What follows belongs to an exercise in optimizing a design on an open flow for small area; a production flow would make more cautious choices.
Function was checked by simulation only, so behaviour that the tests miss may differ from the original.
Power is estimated from default activity; no workload was simulated.

// l1_top
module l1_top (
    input  logic          clk,
    input  logic          reset,
    input  logic          req_valid,
    output logic          req_ready,
    input  logic [78:0]   req,
    output logic          resp_valid,
    output logic [35:0]   resp,
    output logic          diff_valid,
    input  logic          diff_ready,
    output logic [48:0]   diff
);
Size: ~2900 cells after synthesis, ~1600 flip-flops, roughly 170 I/O pins, about 57000 um^2 of cells after synthesis.
==> flow/config.mk <==
export PLATFORM = sky130hd
export DESIGN_NAME = l1_top
export DESIGN_NICKNAME = l1_top
export VERILOG_FILES = /design/flow/design.v
export SDC_FILE = /design/flow/constraint.sdc
export NUM_CORES = 4
export LEC_CHECK = 0
export CAP_MARGIN = 20
export CORE_MARGIN = 2
export CORE_UTILIZATION = 55
export CTS_BUF_LIST = sky130_fd_sc_hd__clkbuf_8
export CTS_CLUSTER_DIAMETER = 60
export CTS_CLUSTER_SIZE = 16
export PLACE_DENSITY = 0.9
export SLEW_MARGIN = 20
export SYNTH_HIERARCHICAL = 1
==> flow/constraint.sdc <==
create_clock -name core_clock -period 4.5 [get_ports {clk}]
set_input_delay 0.9000 -clock core_clock [delete_from_list [all_inputs] [get_ports {clk}]]
set_output_delay 0.9000 -clock core_clock [all_outputs]
set_load 0.01 [all_outputs]
standard.sh (not shown) runs the stock make flow with config.mk's settings and CLKGATE_MAP_FILE= SYNTH_SCRIPT=/design/flow/synth_recipe.tcl, a recipe that flattens the netlist after the stock synthesis.
==> flow/flow/run.sh <==
#!/bin/bash
# The standard layout (the standard.sh, standard synthesis unchanged) with
# two placement/CTS choices made here:
#  - each port is buffered with the smallest buffer, sky130_fd_sc_hd__buf_1;
#  - clock tree synthesis inserts no dummy loads.
# make's and each tool's full output: flow_make.log here, orfs/logs/ per step.
set -o pipefail
bash standard.sh \
    "BUFFER_PORTS_ARGS=-buffer_cell sky130_fd_sc_hd__buf_1" \
    "CTS_ARGS=-sink_clustering_enable -repair_clock_nets -dont_use_dummy_load -buf_list sky130_fd_sc_hd__clkbuf_8 -sink_clustering_size 16 -sink_clustering_max_diameter 60" \
    finish > flow_make.log 2>&1
Rerun with:
--- a/flow/config.mk
+++ b/flow/config.mk
@@ -14 +14 @@
-export PLACE_DENSITY = 0.9
+export PLACE_DENSITY = 0.75
Outcome:
- design area barely changes
- synthesized area stays the same
- sequential cell count is unchanged
Rerun with:
--- a/flow/config.mk
+++ b/flow/config.mk
@@ -14 +13,0 @@
-export PLACE_DENSITY = 0.75
The changed run ran to the end with no violations.
Global-route usage goes up by 1.7 points.
Flip-flop and latch count is unchanged.
Area after synthesis does not change.
Design area goes up slightly.
Worst setup slack is worse by 0.094 ns.
Worst hold slack is worse by 0.0078 ns.
Routed wire length goes up by a few percent.
Via count goes down slightly.


The RTL this note starts from:
==> flow/design.v <==
`default_nettype none
package l1_pkg;
    typedef logic [$clog2(16)-1:0]                  t_l1_set;
    typedef logic                                             t_l1_way;
    typedef logic [8-1:0]                             t_l1_tag;
    typedef logic [8+$clog2(16)-1:0]        t_paddr;   
    typedef logic [32-1:0]                            t_cl;
    typedef enum logic [1:0] {
        MESI_I,
        MESI_S,
        MESI_E,
        MESI_M
    } t_mesi;
    typedef enum logic [1:0] {
        OP_RD,
        OP_WR,
        OP_FILL,
        OP_INV
    } t_req_op;
    typedef enum logic {
        MM_IDLE,
        MM_RUN
    } t_mm_state;
    typedef struct packed {
        t_req_op op;
        t_paddr  paddr;
        t_cl     wr_data;
        t_cl     fill_data;    
        logic    fill_shared;  
    } t_mempipe_req;
    typedef struct packed {
        t_req_op op;
        logic    hit;
        t_l1_way way;
        t_cl     rd_data;
    } t_mempipe_resp;
    typedef struct packed {
        t_l1_set set;
        t_l1_way way;
        t_l1_tag tag;
        t_mesi   state;
        t_cl     data;
        t_req_op op;
    } t_diff_rec;
endpackage
`default_nettype wire
`default_nettype none
module l1_top (
    input  logic          clk,
    input  logic          reset,
    input  logic          req_valid,
    output logic          req_ready,
    input  logic [78:0]   req,
    output logic          resp_valid,
    output logic [35:0]   resp,
    output logic          diff_valid,
    input  logic          diff_ready,
    output logic [48:0]   diff
);
    localparam logic [1:0] OP_RD   = 2'd0;
    localparam logic [1:0] OP_WR   = 2'd1;
    localparam logic [1:0] OP_FILL = 2'd2;
    localparam logic [1:0] OP_INV  = 2'd3;
    logic [1:0]  q_op;
    logic [7:0]  q_tag;
    logic [3:0]  q_set;
    logic [31:0] q_wdata;
    logic [31:0] q_fdata;
    logic        q_fs;
    assign {q_op, q_tag, q_set, q_wdata, q_fdata, q_fs} = req;
    logic [7:0]  tag_mem  [32];    
    logic [31:0] data_mem [32];
    logic [31:0] valid;            
    logic [15:0] victim;
    logic        run;
    logic        va, vb;
    logic [3:0]  a_set, b_set;
    logic [7:0]  a_tag, b_tag;
    logic [1:0]  a_op,  b_op;
    logic        a_fs,  b_fs;
    logic        a_hit, b_hit;
    logic        a_way, b_way;
    logic        a_push, b_push;
    logic [47:0] log_mem [4];      
    logic [1:0]  wr_ptr, rd_ptr;
    logic [2:0]  count;
    logic        accept;
    logic [7:0]  t0, t1;
    logic        v0, v1;
    logic        hit0, hit1, hit, way;
    logic        wr_line, inv_hit, flip;
    logic [31:0] new_data;
    assign req_ready = run && !(va && (a_set == q_set)) && !count[2] && !count[1];
    assign accept    = req_valid && req_ready;
    assign t0   = tag_mem[{q_set, 1'b0}];
    assign t1   = tag_mem[{q_set, 1'b1}];
    assign v0   = valid[{q_set, 1'b0}];
    assign v1   = valid[{q_set, 1'b1}];
    assign hit0 = v0 && (t0 == q_tag);
    assign hit1 = v1 && (t1 == q_tag);
    assign hit  = hit0 || hit1;
    assign way  = hit ? !hit0 : (!v0 ? 1'b0 : (!v1 ? 1'b1 : victim[q_set]));
    assign wr_line  = (q_op == OP_WR) || (q_op == OP_FILL) || ((q_op == OP_RD) && !hit);
    assign inv_hit  = (q_op == OP_INV) && hit;
    assign flip     = wr_line && !hit && v0 && v1;
    assign new_data = (q_op == OP_WR) ? q_wdata : q_fdata;
    always_ff @(posedge clk) begin
        for (int i = 0; i < 32; i++) begin
            if (accept && wr_line && ({q_set, way} == 5'(i))) begin
                tag_mem[i]  <= q_tag;
                data_mem[i] <= new_data;
            end
        end
    end
    always_ff @(posedge clk) begin
        if (!reset) begin
            valid  <= '0;
            victim <= '0;
        end else if (accept) begin
            if (wr_line || inv_hit) begin
                valid[{q_set, way}] <= wr_line;
            end
            if (flip) begin
                victim[q_set] <= !victim[q_set];
            end
        end
    end
    always_ff @(posedge clk) begin
        if (!reset) begin
            run        <= 1'b0;
            va         <= 1'b0;
            vb         <= 1'b0;
            resp_valid <= 1'b0;
        end else begin
            run        <= 1'b1;
            va         <= accept;
            vb         <= va;
            resp_valid <= vb;
        end
    end
    always_ff @(posedge clk) begin
        a_set  <= q_set;
        a_tag  <= q_tag;
        a_op   <= q_op;
        a_fs   <= q_fs;
        a_hit  <= hit;
        a_way  <= way;
        a_push <= wr_line || inv_hit;
        b_set  <= a_set;
        b_tag  <= a_tag;
        b_op   <= a_op;
        b_fs   <= a_fs;
        b_hit  <= a_hit;
        b_way  <= a_way;
        b_push <= a_push;
    end
    logic [31:0] line_data;
    logic [31:0] rd_data;
    assign line_data = data_mem[{b_set, b_way}];
    assign rd_data   = b_push ? line_data : ((b_op == OP_INV) ? 32'd0 : line_data);
    always_ff @(posedge clk) begin
        resp <= {b_op, b_hit, b_way, rd_data};
    end
    logic push, pop;
    assign push = vb && b_push;
    assign pop  = diff_valid && diff_ready;
    always_ff @(posedge clk) begin
        for (int i = 0; i < 4; i++) begin
            if (push && (wr_ptr == 2'(i))) begin
                log_mem[i] <= {b_set, b_way, b_tag, b_fs, line_data, b_op};
            end
        end
    end
    always_ff @(posedge clk) begin
        if (!reset) begin
            wr_ptr <= '0;
            rd_ptr <= '0;
            count  <= '0;
        end else begin
            if (push) wr_ptr <= wr_ptr + 1'b1;
            if (pop)  rd_ptr <= rd_ptr + 1'b1;
            case ({push, pop})
                2'b10:   count <= count + 1'b1;
                2'b01:   count <= count - 1'b1;
                default: count <= count;
            endcase
        end
    end
    logic [47:0] head;
    logic [1:0]  h_op;
    logic [1:0]  h_state;
    assign head       = log_mem[rd_ptr];
    assign h_op       = head[1:0];
    assign h_state    = (h_op == OP_WR)  ? 2'd3 :
                        (h_op == OP_INV) ? 2'd0 :
                        (head[34] ? 2'd1 : 2'd2);
    assign diff_valid = (count != '0);
    assign diff       = {head[47:35], h_state, head[33:0]};
endmodule
`default_nettype wire
==> flow/config.mk <==
export PLATFORM = sky130hd
export DESIGN_NAME = l1_top
export DESIGN_NICKNAME = l1_top
export VERILOG_FILES = /design/flow/design.v
export SDC_FILE = /design/flow/constraint.sdc
export NUM_CORES = 4
export LEC_CHECK = 0
export CAP_MARGIN = 20
export CORE_MARGIN = 2
export CORE_UTILIZATION = 40
export SLEW_MARGIN = 20
==> flow/constraint.sdc <==
create_clock -name core_clock -period 4.5 [get_ports {clk}]
set_input_delay 0.9000 -clock core_clock [delete_from_list [all_inputs] [get_ports {clk}]]
set_output_delay 0.9000 -clock core_clock [all_outputs]
set_load 0.01 [all_outputs]
run.sh (not shown) runs the stock make flow with config.mk's settings and CLKGATE_MAP_FILE= SYNTH_SCRIPT=/design/flow/synth_recipe.tcl, a recipe that flattens the netlist after the stock synthesis.
Stock flow here: none of the scripts above is used.
Rerun with:
Settings changed: CORE_UTILIZATION 40 to 55, CTS_BUF_LIST from default to sky130_fd_sc_hd__clkbuf_4.
=>
- global-route usage rises by 10 points
- die area goes down by 27%
- design area went down by 1.6%
- sequential share of layout area went up by 1.0 points
- flip-flop and latch count stays the same
- power drops by 4.7%
- wire length rises by 1.3%
- setup slack gains 0.055 ns
- utilization goes up by 18 points


l1_top, a different RTL version from the one above (not shown whole).
Size: about 2900 cells after synthesis, ~1600 flip-flops, ~170 I/O pins, roughly 57000 um2 of cells after synthesis.
clock: 4.5 ns
lec_check: 0
cap_margin: 20
core_margin: 2
core_utilization: 55
cts_buf_list: sky130_fd_sc_hd__clkbuf_16
cts_cluster_diameter: 90
cts_cluster_size: 30
slew_margin: 20
synth_hierarchical: 1
standard.sh (not shown) runs the stock make flow with config.mk's settings and CLKGATE_MAP_FILE= SYNTH_SCRIPT=/design/flow/synth_recipe.tcl, a recipe that flattens the netlist after the stock synthesis.
==> flow/flow/run.sh <==
#!/bin/bash
# The standard layout (the standard.sh, standard synthesis unchanged) with
# two placement/CTS choices made here:
#  - each port is buffered with the smallest buffer, sky130_fd_sc_hd__buf_1;
#  - clock tree synthesis inserts no dummy loads.
# make's and each tool's full output: flow_make.log here, orfs/logs/ per step.
set -o pipefail
bash standard.sh \
    "BUFFER_PORTS_ARGS=-buffer_cell sky130_fd_sc_hd__buf_1" \
    "CTS_ARGS=-sink_clustering_enable -repair_clock_nets -dont_use_dummy_load -buf_list sky130_fd_sc_hd__clkbuf_16 -sink_clustering_size 30 -sink_clustering_max_diameter 90" \
    finish > flow_make.log 2>&1
Edit:
--- a/flow/flow/run.sh
+++ b/flow/flow/run.sh
@@ -8,4 +8,4 @@
 bash standard.sh \
     "BUFFER_PORTS_ARGS=-buffer_cell sky130_fd_sc_hd__buf_1" \
-    "CTS_ARGS=-sink_clustering_enable -repair_clock_nets -dont_use_dummy_load -buf_list sky130_fd_sc_hd__clkbuf_16 -sink_clustering_size 30 -sink_clustering_max_diameter 90" \
+    "CTS_ARGS=-sink_clustering_enable -repair_clock_nets -dont_use_dummy_load -buf_list sky130_fd_sc_hd__clkbuf_8 -sink_clustering_size 16 -sink_clustering_max_diameter 60" \
     finish > flow_make.log 2>&1
- CTS_BUF_LIST: sky130_fd_sc_hd__clkbuf_16 -> sky130_fd_sc_hd__clkbuf_8
- CTS_CLUSTER_DIAMETER: 90 -> 60
- CTS_CLUSTER_SIZE: 30 -> 16
Total power goes down by 0.76%.
Utilization is about the same.
Routed wire length is higher by 0.65%.
Critical path depth does not change.

re-timing with driven ports:
The flow's constraints put no driver on any port. The routed layouts listed below were extracted and timed again, unchanged, in two steps. Step 1: set_driving_cell puts a clkbuf_16 on clk and a buf_2 on each other input, an assumption about the parent block. Step 2 times the ports against the registers' clock, not the clock port: input delays grow and output delays shrink by t, the midpoint of the rising clock arrivals with the driver on. a / b / c = no drivers / after step 1 / after step 2; a / b = the first two.
run	t (ns)	setup WS [ns]	worst setup path at the end	slew at the worst register clock pin (ns)	worst slew at a driven data input, ns
the first run of note 1	0.835	0.583 / 0.507 / 0.173	input to register	0.11 / 0.11	0.04
the second run of note 1	0.815	0.749 / 0.682 / 0.663	input to register	0.10 / 0.10	0.04
the third run of note 1	0.856	0.656 / 0.698 / -0.158	input to register	0.10 / 0.10	0.04
the first run of note 2	0.878	0.188 / 0.201 / -0.633	input to register	0.07 / 0.07	0.04
the second run of note 2	1.265	0.243 / 0.174 / -0.832	input to register	0.08 / 0.08	0.05
the first run of note 3	0.703	1.001 / 1.001 / 0.358	input to register	0.12 / 0.12	0.04
the second run of note 3	0.845	0.929 / 0.865 / 0.367	input to register	0.11 / 0.11	0.04
With both steps, setup timing fails in the third run of note 1, the first run of note 2 and the second run of note 2, where it was met with ideal ports. For the second run of note 2, which loses most, drivers alone change the setup slack by -0.069 ns; drivers and shift together by -1.075 ns.
